Context: an optimization exercise on an open-source flow, tuned for small area. The choices shown serve that exercise and are no tape-out recipe. In this exercise RTL edits were held to simulation tests only and were not proved equivalent to the original. Power and IR drop assume default switching activity.

== run a ==
## pacman_core
module pacman_core (
	input logic CLOCK_50,
	input logic rst_n,
	input logic [7:0] scan_code,
	input logic code_valid,
	input logic make_break,
	input logic start,
	input logic step_tick,
	input logic [9:0] pix_x,
	input logic [8:0] pix_y,
	output logic [7:0] r,
	output logic [7:0] g,
	output logic [7:0] b,
	output logic [COL_W-1:0] pac_x,
	output logic [ROW_W-1:0] pac_y,
	output logic [15:0] pill_count,
	output logic busy,
	output logic move_done,
	output logic move_blocked
);
==> flow/config.mk <==
export PLATFORM = sky130hd
export DESIGN_NAME = pacman_core
export DESIGN_NICKNAME = pacman_core
export VERILOG_FILES = /design/flow/design.v
export SDC_FILE = /design/flow/constraint.sdc
export NUM_CORES = 4
export LEC_CHECK = 0
export CAP_MARGIN = 30
export CELL_PAD_IN_SITES_DETAIL_PLACEMENT = 1
export CELL_PAD_IN_SITES_GLOBAL_PLACEMENT = 1
export CORE_MARGIN = 2
export CORE_UTILIZATION = 40
export PLACE_DENSITY = 0.9
export SLEW_MARGIN = 30
export SYNTH_HIERARCHICAL = 1
export SYNTH_MEMORY_MAX_BITS = 8192
export SYNTH_MINIMUM_KEEP_SIZE = 0
==> flow/constraint.sdc <==
create_clock -name core_clock -period 10.0 [get_ports {CLOCK_50}]
set_input_delay 2.0000 -clock core_clock [delete_from_list [all_inputs] [get_ports {CLOCK_50}]]
set_output_delay 2.0000 -clock core_clock [all_outputs]
set_load 0.01 [all_outputs]
standard.sh (not shown) runs the stock make flow with config.mk's settings and CLKGATE_MAP_FILE= SYNTH_SCRIPT=/design/flow/synth_recipe.tcl, a recipe that flattens the netlist after the stock synthesis.
==> flow/flow/run.sh <==
#!/bin/bash
# Own layout flow: the standard synthesis, then every cell set to its
# smallest drive before floorplanning (the resizer sizes up what timing or
# slew needs), small port buffers and a clock tree of fewer, larger
# clusters of plain buf_12 drivers without dummy loads.
set -euo pipefail
W=$(pwd)
R=$W/orfs/results/$FLOW_PLATFORM/pacman_core/base
export CTS_ARGS="${CTS_ARGS_OVERRIDE:--sink_clustering_enable -repair_clock_nets -dont_use_dummy_load -buf_list sky130_fd_sc_hd__buf_12 -sink_clustering_size 25 -sink_clustering_max_diameter 90}"
export BUFFER_PORTS_ARGS="-buffer_cell sky130_fd_sc_hd__buf_1"

bash standard.sh synth > "$W/synth.log" 2>&1
RESULTS=$R openroad -no_init -exit flow/shrink.tcl > "$W/shrink.log" 2>&1
bash standard.sh > "$W/layout.log" 2>&1
==> flow/flow/shrink.tcl <==
# Swap every standard cell of the synthesised netlist to the smallest-area
# drive strength of the same function.
read_db $::env(RESULTS)/1_synth.odb
set db [ord::get_db]
set block [ord::get_db_block]
set area {}
set by_base {}
foreach lib [$db getLibs] {
  foreach m [$lib getMasters] {
    set n [$m getName]
    if {[string match "*lpflow*" $n] || [string match "*probe*" $n]} { continue }
    if {[regexp {^(sky130_fd_sc_hd__[a-z0-9]+)_([0-9]+)$} $n -> base drive]} {
      dict lappend by_base $base $m
    }
  }
}
set swapped 0
set before 0.0
set after 0.0
foreach inst [$block getInsts] {
  set m [$inst getMaster]
  set n [$m getName]
  set a [expr {[$m getWidth] * [$m getHeight]}]
  set before [expr {$before + $a}]
  if {[regexp {^(sky130_fd_sc_hd__[a-z0-9]+)_([0-9]+)$} $n -> base drive] && [dict exists $by_base $base]} {
    set best $m
    set best_a $a
    foreach c [dict get $by_base $base] {
      set ca [expr {[$c getWidth] * [$c getHeight]}]
      # on equal area keep the stronger cell
      if {$ca < $best_a || ($ca == $best_a && [$c getName] ne [$best getName] && \
          [regexp {_([0-9]+)$} [$c getName] -> cd] && [regexp {_([0-9]+)$} [$best getName] -> bd] && $cd > $bd && $cd <= $drive)} {
        set best $c
        set best_a $ca
      }
    }
    if {$best ne $m} {
      if {[$inst swapMaster $best]} { incr swapped }
    }
  }
  set after [expr {$after + [[$inst getMaster] getWidth] * [[$inst getMaster] getHeight]}]
}
set dbu [$block getDbUnitsPerMicron]
puts "shrink: swapped $swapped cells, area [expr {$before / $dbu / $dbu}] -> [expr {$after / $dbu / $dbu}] um2"
write_db $::env(RESULTS)/1_synth.odb
Changes in run b relative to run a:
- PLACE_DENSITY now 0.7, was 0.9
==> flow/flow/run.sh <==
#!/bin/bash
# Own layout flow: the standard synthesis, then every cell set to its
# smallest drive before floorplanning (the resizer sizes up what timing or
# slew needs), small port buffers and a clock tree of fewer, larger
# clusters without dummy loads.
set -euo pipefail
W=$(pwd)
R=$W/orfs/results/$FLOW_PLATFORM/pacman_core/base
export CTS_ARGS="${CTS_ARGS_OVERRIDE:--sink_clustering_enable -repair_clock_nets -dont_use_dummy_load -buf_list sky130_fd_sc_hd__clkbuf_16 -sink_clustering_size 25 -sink_clustering_max_diameter 90}"
export BUFFER_PORTS_ARGS="-buffer_cell sky130_fd_sc_hd__buf_1"

bash standard.sh synth > "$W/synth.log" 2>&1
RESULTS=$R openroad -no_init -exit flow/shrink.tcl > "$W/shrink.log" 2>&1
bash standard.sh > "$W/layout.log" 2>&1
--- outcome ---
Taking run a as the reference point, the peak clock frequency supported by timing of run b rises by about 1.9%. Diff run a -> run b | routed wire length | up by a few percent. Combinational share of power across run a and run b: no real change. Relative to run a, sum of met2 wire segment lengths after detailed routing increased by 12% in run b. As far as die area goes, run b and run a are indistinguishable; the numbers are identical. Via count of the first global-routing pass: lower on run b. Via count, run a and run b: larger value in run a. Between run b and run a, it is run b whose number of standard cells in the final layout excluding fillers is higher, by 37.

== v6 ==
pacman_core again, from the RTL that the note above started with.
==> flow/config.mk <==
export PLATFORM = sky130hd
export DESIGN_NAME = pacman_core
export DESIGN_NICKNAME = pacman_core
export VERILOG_FILES = /design/flow/design.v
export SDC_FILE = /design/flow/constraint.sdc
export NUM_CORES = 4
export LEC_CHECK = 0
export CAP_MARGIN = 30
export CELL_PAD_IN_SITES_DETAIL_PLACEMENT = 1
export CELL_PAD_IN_SITES_GLOBAL_PLACEMENT = 1
export CORE_MARGIN = 2
export CORE_UTILIZATION = 40
export PLACE_DENSITY = 0.8
export SLEW_MARGIN = 30
export SYNTH_HIERARCHICAL = 1
export SYNTH_MEMORY_MAX_BITS = 8192
export SYNTH_MINIMUM_KEEP_SIZE = 0
==> flow/constraint.sdc <==
create_clock -name core_clock -period 10.0 [get_ports {CLOCK_50}]
set_input_delay 2.0000 -clock core_clock [delete_from_list [all_inputs] [get_ports {CLOCK_50}]]
set_output_delay 2.0000 -clock core_clock [all_outputs]
set_load 0.01 [all_outputs]
==> flow/flow/run.sh <==
#!/bin/bash
# Own layout flow: the standard synthesis, then every cell set to its
# smallest drive before floorplanning (the resizer sizes up what timing or
# slew needs), small port buffers and a clock tree of fewer, larger
# clusters without dummy loads.
set -euo pipefail
W=$(pwd)
R=$W/orfs/results/$FLOW_PLATFORM/pacman_core/base
export CTS_ARGS="${CTS_ARGS_OVERRIDE:--sink_clustering_enable -repair_clock_nets -dont_use_dummy_load -buf_list sky130_fd_sc_hd__clkbuf_16 -sink_clustering_size 25 -sink_clustering_max_diameter 90}"
export BUFFER_PORTS_ARGS="-buffer_cell sky130_fd_sc_hd__buf_1"

bash standard.sh synth > "$W/synth.log" 2>&1
RESULTS=$R openroad -no_init -exit flow/shrink.tcl > "$W/shrink.log" 2>&1
bash standard.sh > "$W/layout.log" 2>&1
Scripts as last shown in full above: flow/flow/shrink.tcl
Input changes introduced in v7 (baseline for comparison: v6):
--- a/flow/flow/run.sh
+++ b/flow/flow/run.sh
@@ -4,3 +4,3 @@
 # slew needs), small port buffers and a clock tree of fewer, larger
-# clusters without dummy loads.
+# clusters of plain buf_12 drivers without dummy loads.
 set -euo pipefail
@@ -8,3 +8,3 @@
 R=$W/orfs/results/$FLOW_PLATFORM/pacman_core/base
-export CTS_ARGS="${CTS_ARGS_OVERRIDE:--sink_clustering_enable -repair_clock_nets -dont_use_dummy_load -buf_list sky130_fd_sc_hd__clkbuf_16 -sink_clustering_size 25 -sink_clustering_max_diameter 90}"
+export CTS_ARGS="${CTS_ARGS_OVERRIDE:--sink_clustering_enable -repair_clock_nets -dont_use_dummy_load -buf_list sky130_fd_sc_hd__buf_12 -sink_clustering_size 25 -sink_clustering_max_diameter 90}"
 export BUFFER_PORTS_ARGS="-buffer_cell sky130_fd_sc_hd__buf_1"
Notes after the runs:
- Per the comparison of v7 with v6, starting DRC count in detailed routing rose 164; finished layout cell area fell about 0.5%; worst setup slack fell 0.072 ns; combinational power share about even; critical path data required time fell 0.04 ns.
- v7 gives more shortest period the worst path allows than v6 did.
- v7 against v6: routed wire length held, area added between synthesis and finish lost 0.59 points, sequential share of cell area saw an increase.
- On clock-pin transition on the worst setup and hold timing paths, v7 and v6 are neck and neck.
- Re total power: v7 is 1.3% down on v6.

-- re-timing with driven ports --
Ports are ideal in the flow. The routed layouts listed here were re-timed in OpenROAD.
Step 1: set_driving_cell puts a clkbuf_16 on CLOCK_50 and a buf_2 on each other input, an assumption about the parent block.
Step 2 adds t to the input delays and takes it off the output delays; t is the mean of the earliest and latest rising clock arrival at the registers after step 1. Input paths then give back, and output paths get back, about the clock's delay inside the block.
Slacks: ideal ports / drivers / drivers and shift; pairs: ideal ports / drivers.
run	t, ns	slack for setup (ns)	worst setup path at the end	worst register clock-pin slew, ns
run a	0.682	2.788 / 2.803 / 2.120	input to register	0.11 / 0.11
run b	0.762	2.920 / 2.965 / 2.202	input to register	0.11 / 0.11
v6	0.744	3.158 / 3.183 / 2.439	input to register	0.11 / 0.11
v7	0.693	3.086 / 3.105 / 2.412	input to register	0.12 / 0.12
After both steps every run listed still meets setup and hold. For v6, which loses most, drivers alone change the setup slack by +0.025 ns; drivers and shift together by -0.719 ns.
